This is an optimization exercise on Yosys and OpenROAD, whose aim is a short achievable clock period and few clock cycles, not a production implementation.
In this exercise RTL edits were held to simulation tests only and were not proved equivalent to the original.
Power figures rest on the tool's default switching activity, not on a simulated workload.

==> job 6167 <==
==> flow/design.v <==
package cpuPkg;
    typedef logic [32-1:0] word_t;
    typedef logic [$clog2(16)-1:0] regIdx_t;
    typedef enum logic [3:0] {
        OP_AND   = 4'd0,
        OP_EOR   = 4'd1,
        OP_SUB   = 4'd2,
        OP_RSB   = 4'd3,
        OP_ADD   = 4'd4,
        OP_ORR   = 4'd12,
        OP_MOV   = 4'd13,
        OP_PASSA = 4'd14,
        OP_INC4  = 4'd15
    } aluOp_t;
    typedef enum logic [3:0] {
        FETCH0, FETCH1, DECODE, DPREG, DPIMM, MEMADDR,
        LOADWAIT, LOADWB, STOREDATA, STOREWAIT, HALT
    } microState_t;
    typedef enum logic [1:0] {SEQ, DISPATCH, WAITACK, STOP} nextSel_t;
    typedef enum logic [1:0] {A_RN, A_RD, A_PC} aSel_t;
    typedef enum logic [1:0] {B_REG, B_IMM8, B_OFF12, B_MDR} bSel_t;
    typedef struct packed {
        logic        regWrite;
        logic        irLoad;
        logic        marLoad;
        logic        mdrLoad;
        logic        mdrFromBus;
        logic        busReq;
        logic        busWrite;
        aSel_t       aSel;
        bSel_t       bSel;
        aluOp_t      aluOpSel;
        logic        useInstrOp;
        logic        cSelPc;
        nextSel_t    nextSel;
        microState_t target;
    } microWord_t;
endpackage
`timescale 1ns/100ps
module ksAdd #(parameter int W = 32) (
    input  logic [W-1:0] a,
    input  logic [W-1:0] b,
    input  logic         cin,
    output logic [W-1:0] s
);
    localparam int L = $clog2(W);
    logic [W-1:0] g [0:L];
    logic [W-1:0] p [0:L];
    logic [W-1:0] c;
    always_comb begin
        g[0] = a & b;
        p[0] = a ^ b;
        g[0][0] = (a[0] & b[0]) | ((a[0] ^ b[0]) & cin);
        for (int k = 0; k < L; k++) begin
            for (int i = 0; i < W; i++) begin
                if (i >= (1 << k)) begin
                    g[k+1][i] = g[k][i] | (p[k][i] & g[k][i - (1 << k)]);
                    p[k+1][i] = p[k][i] & p[k][i - (1 << k)];
                end else begin
                    g[k+1][i] = g[k][i];
                    p[k+1][i] = p[k][i];
                end
            end
        end
        c = {g[L][W-2:0], cin};
        s = (a ^ b) ^ c;
    end
endmodule
`timescale 1ns/100ps
module cpuTop (
    input  logic        Clk,
    input  logic        reset,
    output logic        Cyc,
    output logic        Stb,
    output logic        We,
    output logic [31:0] Adr,
    output logic [31:0] DatO,
    input  logic [31:0] DatI,
    input  logic        Ack,
    output logic        Halted
);
    logic clr;     
    logic fw;      
    logic fs;      
    logic lsa;     
    logic lw;      
    logic rdv;     
    logic exv;     
    logic stbQ, weQ, haltQ;
    logic [31:0] ir, pc, adrQ, datoQ;
    logic [31:0] regs [0:14];
    logic [15:0] selN, selM, selD;    
    logic [31:0] opA, opB, res2;
    logic        exArith, exCin, exPc, ldPc;
    logic [14:0] exWen;
    logic [3:0] dOp;
    logic       dOpOk, dDp, dLs, dPcw, dCont, dHalt;
    assign dOp   = DatI[24:21];
    assign dOpOk = (dOp == 4'd0) || (dOp == 4'd1) || (dOp == 4'd2) || (dOp == 4'd3) ||
                   (dOp == 4'd4) || (dOp == 4'd12) || (dOp == 4'd13);
    assign dDp   = !DatI[20] && dOpOk &&
                   ((DatI[27:25] == 3'b000 && DatI[11:4] == 8'h00) ||
                    (DatI[27:25] == 3'b001 && DatI[11:8] == 4'h0));
    assign dLs   = (DatI[27:25] == 3'b010) && (DatI[24:21] == 4'b1100);
    assign dPcw  = (DatI[15:12] == 4'hf);
    assign dCont = dDp && !dPcw;
    assign dHalt = !dDp && !dLs;
    logic [3:0]  op;
    logic [31:0] va, vm, vd, vb;
    logic [19:0] vaHiInc;
    logic [31:0] rf [0:15];
    logic [19:0] rfHiInc [0:15];
    assign op = ir[24:21];
    always_comb begin
        for (int i = 0; i < 15; i++) rf[i] = regs[i];
        rf[15] = pc;    
        for (int i = 0; i < 16; i++) rfHiInc[i] = rf[i][31:12] + 20'd1;
    end
    always_comb begin
        va = '0;
        vm = '0;
        vd = '0;
        vaHiInc = '0;
        for (int i = 0; i < 16; i++) begin
            va      = va      | (rf[i] & {32{selN[i]}});
            vm      = vm      | (rf[i] & {32{selM[i]}});
            vd      = vd      | (rf[i] & {32{selD[i]}});
            vaHiInc = vaHiInc | (rfHiInc[i] & {20{selN[i]}});
        end
    end
    assign vb = ir[25] ? {24'h0, ir[7:0]} : vm;
    logic [12:0] adrLo;
    logic [31:0] lsAdr;
    assign adrLo = {1'b0, va[11:0]} + {1'b0, ir[11:0]};
    assign lsAdr = {adrLo[12] ? vaHiInc : va[31:12], adrLo[11:0]};
    logic [31:0] sum, wdata, pc4;
    logic        jmp;
    ksAdd #(.W(32)) uSum (.a(opA), .b(opB), .cin(exCin), .s(sum));
    assign wdata = exArith ? sum : res2;
    assign jmp   = exv && exPc;
    assign pc4   = pc + 32'd4;
    logic ackNext;    
    assign ackNext = fw ? dCont : !ldPc;
    always_ff @(posedge Clk) begin
        clr <= reset;
        if (reset) begin
            fw    <= 1'b0;
            fs    <= 1'b0;
            lsa   <= 1'b0;
            lw    <= 1'b0;
            rdv   <= 1'b0;
            exv   <= 1'b0;
            stbQ  <= 1'b0;
            haltQ <= 1'b0;
        end else begin
            stbQ  <= Ack ? ackNext : (stbQ || clr || lsa || jmp);
            fw    <= Ack ? ackNext : (fw || clr || jmp);
            fs    <= Ack ? ackNext : (clr || jmp);
            lw    <= Ack ? 1'b0 : (lw || lsa);
            lsa   <= Ack && fw && dLs;
            rdv   <= Ack && fw && dDp;
            haltQ <= haltQ || (Ack && fw && dHalt);
            exv   <= rdv || (Ack && lw && !weQ);
        end
    end
    logic [31:0] adrNoAck, pcNext;
    always_comb begin
        if (clr)      adrNoAck = '0;
        else if (lsa) adrNoAck = lsAdr;
        else if (jmp) adrNoAck = wdata;
        else          adrNoAck = adrQ;
        if (clr)      pcNext = '0;
        else if (jmp) pcNext = wdata;
        else if (fs)  pcNext = pc4;
        else          pcNext = pc;
    end
    always_ff @(posedge Clk) begin
        if (fw) begin
            ir <= DatI;
            for (int i = 0; i < 16; i++) begin
                selN[i] <= (DatI[19:16] == 4'(i));
                selM[i] <= (DatI[3:0] == 4'(i));
                selD[i] <= (DatI[15:12] == 4'(i));
            end
        end
        pc   <= pcNext;
        adrQ <= Ack ? pc : adrNoAck;
        weQ  <= Ack ? 1'b0 : (lsa ? !ir[20] : (weQ && !clr));
        if (lsa) begin
            datoQ   <= vd;
            exArith <= 1'b0;
            ldPc    <= ir[20] && selD[15];
        end
        if (rdv) begin
            exArith <= (op == 4'd2) || (op == 4'd3) || (op == 4'd4) || (op == 4'd13);
            exCin   <= (op == 4'd2) || (op == 4'd3);
            opA     <= (op == 4'd13) ? 32'h0 : ((op == 4'd3) ? ~va : va);
            opB     <= (op == 4'd2) ? ~vb : vb;
            case (op)
                4'd0:    res2 <= va & vb;
                4'd1:    res2 <= va ^ vb;
                default: res2 <= va | vb;
            endcase
        end
        if (rdv || lsa) begin
            exPc  <= selD[15];
            exWen <= selD[14:0];
        end
        if (lw) res2 <= DatI;
        for (int i = 0; i < 15; i++) begin
            if (clr) regs[i] <= '0;
            else if (exv && exWen[i]) regs[i] <= wdata;
        end
    end
    assign Cyc    = stbQ;
    assign Stb    = stbQ;
    assign We     = weQ;
    assign Adr    = adrQ;
    assign DatO   = datoQ;
    assign Halted = haltQ;
endmodule
==> flow/run.sh <==
#!/bin/bash
# synth_recipe.tcl (not shown) runs the flow's synth.tcl, then flattens the netlist and writes it again
# the make line also repeats each setting of config.mk as NAME=value (left out here)
make -C /OpenROAD-flow-scripts/flow DESIGN_CONFIG=/design/flow/config.mk WORK_HOME=/design/flow/orfs CLKGATE_MAP_FILE= SYNTH_SCRIPT=/design/flow/synth_recipe.tcl finish
==> flow/config.mk <==
export PLATFORM = sky130hd
export DESIGN_NAME = cpuTop
export DESIGN_NICKNAME = cpuTop
export VERILOG_FILES = /design/flow/design.v
export SDC_FILE = /design/flow/constraint.sdc
export NUM_CORES = 4
export LEC_CHECK = 0
export ABC_AREA = 0
export ABC_CLOCK_PERIOD_IN_PS = 2500
export CAP_MARGIN = 20
export CORE_MARGIN = 2
export CORE_UTILIZATION = 40
export SETUP_SLACK_MARGIN = 5
export SLEW_MARGIN = 20
==> flow/constraint.sdc <==
create_clock -name core_clock -period 9.0 [get_ports {Clk}]
set_input_delay 1.8000 -clock core_clock [delete_from_list [all_inputs] [get_ports {Clk}]]
set_output_delay 1.8000 -clock core_clock [all_outputs]
set_load 0.01 [all_outputs]
==> job 9432: changes against job 6167 <==
==> flow/design.v, changed modules only <==
module cpuTop (
    input  logic        Clk,
    input  logic        reset,
    output logic        Cyc,
    output logic        Stb,
    output logic        We,
    output logic [31:0] Adr,
    output logic [31:0] DatO,
    input  logic [31:0] DatI,
    input  logic        Ack,
    output logic        Halted
);
    logic clr;     
    logic fw;      
    logic fs;      
    logic lsr;     
    logic lsa;     
    logic lw;      
    logic rdv;     
    logic exv;     
    logic stbQ, weQ, haltQ;
    logic [31:0] ir, pc, adrQ, datoQ;
    logic [31:0] regs [0:14];
    logic [15:0] selN, selM, selD;    
    logic [31:0] opA, opB, res2;
    logic        exArith, exCin, exPc, ldPc;
    logic [14:0] exWen;
    logic [3:0] dOp;
    logic       dOpOk, dDp, dLs, dPcw, dCont, dHalt;
    assign dOp   = DatI[24:21];
    assign dOpOk = (dOp == 4'd0) || (dOp == 4'd1) || (dOp == 4'd2) || (dOp == 4'd3) ||
                   (dOp == 4'd4) || (dOp == 4'd12) || (dOp == 4'd13);
    assign dDp   = !DatI[20] && dOpOk &&
                   ((DatI[27:25] == 3'b000 && DatI[11:4] == 8'h00) ||
                    (DatI[27:25] == 3'b001 && DatI[11:8] == 4'h0));
    assign dLs   = (DatI[27:25] == 3'b010) && (DatI[24:21] == 4'b1100);
    assign dPcw  = (DatI[15:12] == 4'hf);
    assign dCont = dDp && !dPcw;
    assign dHalt = !dDp && !dLs;
    logic [3:0]  op;
    logic [31:0] va, vm, vd, vb;
    logic [31:0] rf [0:15];
    assign op = ir[24:21];
    always_comb begin
        for (int i = 0; i < 15; i++) rf[i] = regs[i];
        rf[15] = pc;    
    end
    always_comb begin
        va = '0;
        vm = '0;
        vd = '0;
        for (int i = 0; i < 16; i++) begin
            va      = va      | (rf[i] & {32{selN[i]}});
            vm      = vm      | (rf[i] & {32{selM[i]}});
            vd      = vd      | (rf[i] & {32{selD[i]}});
        end
    end
    assign vb = ir[25] ? {24'h0, ir[7:0]} : vm;
    logic [31:0] baseQ, lsAdr;
    logic [11:0] offQ;
    ksAdd #(.W(32)) uAdr (.a(baseQ), .b({20'h0, offQ}), .cin(1'b0), .s(lsAdr));
    logic [31:0] sum, wdata, pc4;
    logic        jmp;
    ksAdd #(.W(32)) uSum (.a(opA), .b(opB), .cin(exCin), .s(sum));
    assign wdata = exArith ? sum : res2;
    assign jmp   = exv && exPc;
    assign pc4   = pc + 32'd4;
    logic ackNext;    
    assign ackNext = fw ? dCont : !ldPc;
    always_ff @(posedge Clk) begin
        clr <= reset;
        if (reset) begin
            fw    <= 1'b0;
            fs    <= 1'b0;
            lsr   <= 1'b0;
            lsa   <= 1'b0;
            lw    <= 1'b0;
            rdv   <= 1'b0;
            exv   <= 1'b0;
            stbQ  <= 1'b0;
            haltQ <= 1'b0;
        end else begin
            stbQ  <= Ack ? ackNext : (stbQ || clr || lsa || jmp);
            fw    <= Ack ? ackNext : (fw || clr || jmp);
            fs    <= Ack ? ackNext : (clr || jmp);
            lw    <= Ack ? 1'b0 : (lw || lsa);
            lsr   <= Ack && fw && dLs;
            lsa   <= lsr;
            rdv   <= Ack && fw && dDp;
            haltQ <= haltQ || (Ack && fw && dHalt);
            exv   <= rdv || (Ack && lw && !weQ);
        end
    end
    logic [31:0] adrNoAck, pcNext;
    always_comb begin
        if (clr)      adrNoAck = '0;
        else if (lsa) adrNoAck = lsAdr;
        else if (jmp) adrNoAck = wdata;
        else          adrNoAck = adrQ;
        if (clr)      pcNext = '0;
        else if (jmp) pcNext = wdata;
        else if (fs)  pcNext = pc4;
        else          pcNext = pc;
    end
    always_ff @(posedge Clk) begin
        if (fw) begin
            ir <= DatI;
            for (int i = 0; i < 16; i++) begin
                selN[i] <= (DatI[19:16] == 4'(i));
                selM[i] <= (DatI[3:0] == 4'(i));
                selD[i] <= (DatI[15:12] == 4'(i));
            end
        end
        pc   <= pcNext;
        adrQ <= Ack ? pc : adrNoAck;
        weQ  <= Ack ? 1'b0 : (lsr ? !ir[20] : (weQ && !clr));
        if (lsr) begin
            baseQ   <= va;
            offQ    <= ir[11:0];
            datoQ   <= vd;
            exArith <= 1'b0;
            ldPc    <= ir[20] && selD[15];
            exPc    <= selD[15];
            exWen   <= selD[14:0];
        end
        if (rdv) begin
            exArith <= (op == 4'd2) || (op == 4'd3) || (op == 4'd4) || (op == 4'd13);
            exCin   <= (op == 4'd2) || (op == 4'd3);
            opA     <= (op == 4'd13) ? 32'h0 : ((op == 4'd3) ? ~va : va);
            opB     <= (op == 4'd2) ? ~vb : vb;
            case (op)
                4'd0:    res2 <= va & vb;
                4'd1:    res2 <= va ^ vb;
                default: res2 <= va | vb;
            endcase
        end
        if (rdv) begin
            exPc  <= selD[15];
            exWen <= selD[14:0];
        end
        if (lw) res2 <= DatI;
        for (int i = 0; i < 15; i++) begin
            if (clr) regs[i] <= '0;
            else if (exv && exWen[i]) regs[i] <= wdata;
        end
    end
    assign Cyc    = stbQ;
    assign Stb    = stbQ;
    assign We     = weQ;
    assign Adr    = adrQ;
    assign DatO   = datoQ;
    assign Halted = haltQ;
endmodule
==> flow/flow/run.sh (new file) <==
#!/bin/bash
set -euo pipefail
bash standard.sh SETUP_SLACK_MARGIN=6.5 finish > orfs_make.log 2>&1
==> flow/standard.sh (new file) <==
#!/bin/bash
# synth_recipe.tcl (not shown) runs the flow's synth.tcl, then flattens the netlist and writes it again
# the make line also repeats each setting of config.mk as NAME=value (left out here)
make -C /OpenROAD-flow-scripts/flow DESIGN_CONFIG=/design/flow/config.mk WORK_HOME=/design/flow/orfs CLKGATE_MAP_FILE= SYNTH_SCRIPT=/design/flow/synth_recipe.tcl "${@:-finish}"
--- a/flow/config.mk
+++ b/flow/config.mk
@@ -6,6 +6,4 @@
 export NUM_CORES = 4
 export LEC_CHECK = 0
-export ABC_AREA = 0
-export ABC_CLOCK_PERIOD_IN_PS = 2500
 export CAP_MARGIN = 20
 export CORE_MARGIN = 2
removed: flow/run.sh
==> run notes <==
- Of job 6167 and job 9432, job 9432 has the higher non-clock buffer count (gap 207).
- Via count: job 6167 is larger than job 9432 (16%).
- Maximum frequency: job 6167 is lower than job 9432 (24%).
- In job 6167 the sequential power is smaller than in job 9432, by 5.7%.
- Against job 6167, the worst setup slack of job 9432 is better by 1000 ps.
- In job 6167 the routed wire length is larger than in job 9432, by 24%.
- Of job 6167 and job 9432, job 6167 has the higher die area (gap 13%, measured against job 9432).
- In job 6167 the clock power is larger than in job 9432, by about 3%.
Testbench counts of job 6167, summed over its fixed seeds: cycles 60,435.
Testbench counts of job 9432, summed over its fixed seeds: cycles 64,112.

==> what the ideal ports hide <==
How much do the figures lean on ideal ports? The routed layouts below were timed once more, with nothing changed but the port constraints.
Step 1: set_driving_cell puts a clkbuf_16 on Clk and a buf_2 on each other input, an assumption about the parent block.
Step 2 times the ports against the registers' clock, not the clock port: input delays grow and output delays shrink by t, the midpoint of the rising clock arrivals with the driver on.
Three values: no drivers, after step 1, after step 2; two values: the first two.
run	shift t [ns]	setup slack, ns	slew at the worst register clock pin (ns)
job 6167	0.791	4.705 / 4.705 / 4.705	0.08 / 0.08
job 9432	0.755	5.728 / 5.728 / 5.469	0.07 / 0.07
After both steps every run listed still meets setup and hold. For job 9432, which loses most, drivers alone change the setup slack by 0.000 ns; drivers and shift together by -0.259 ns.
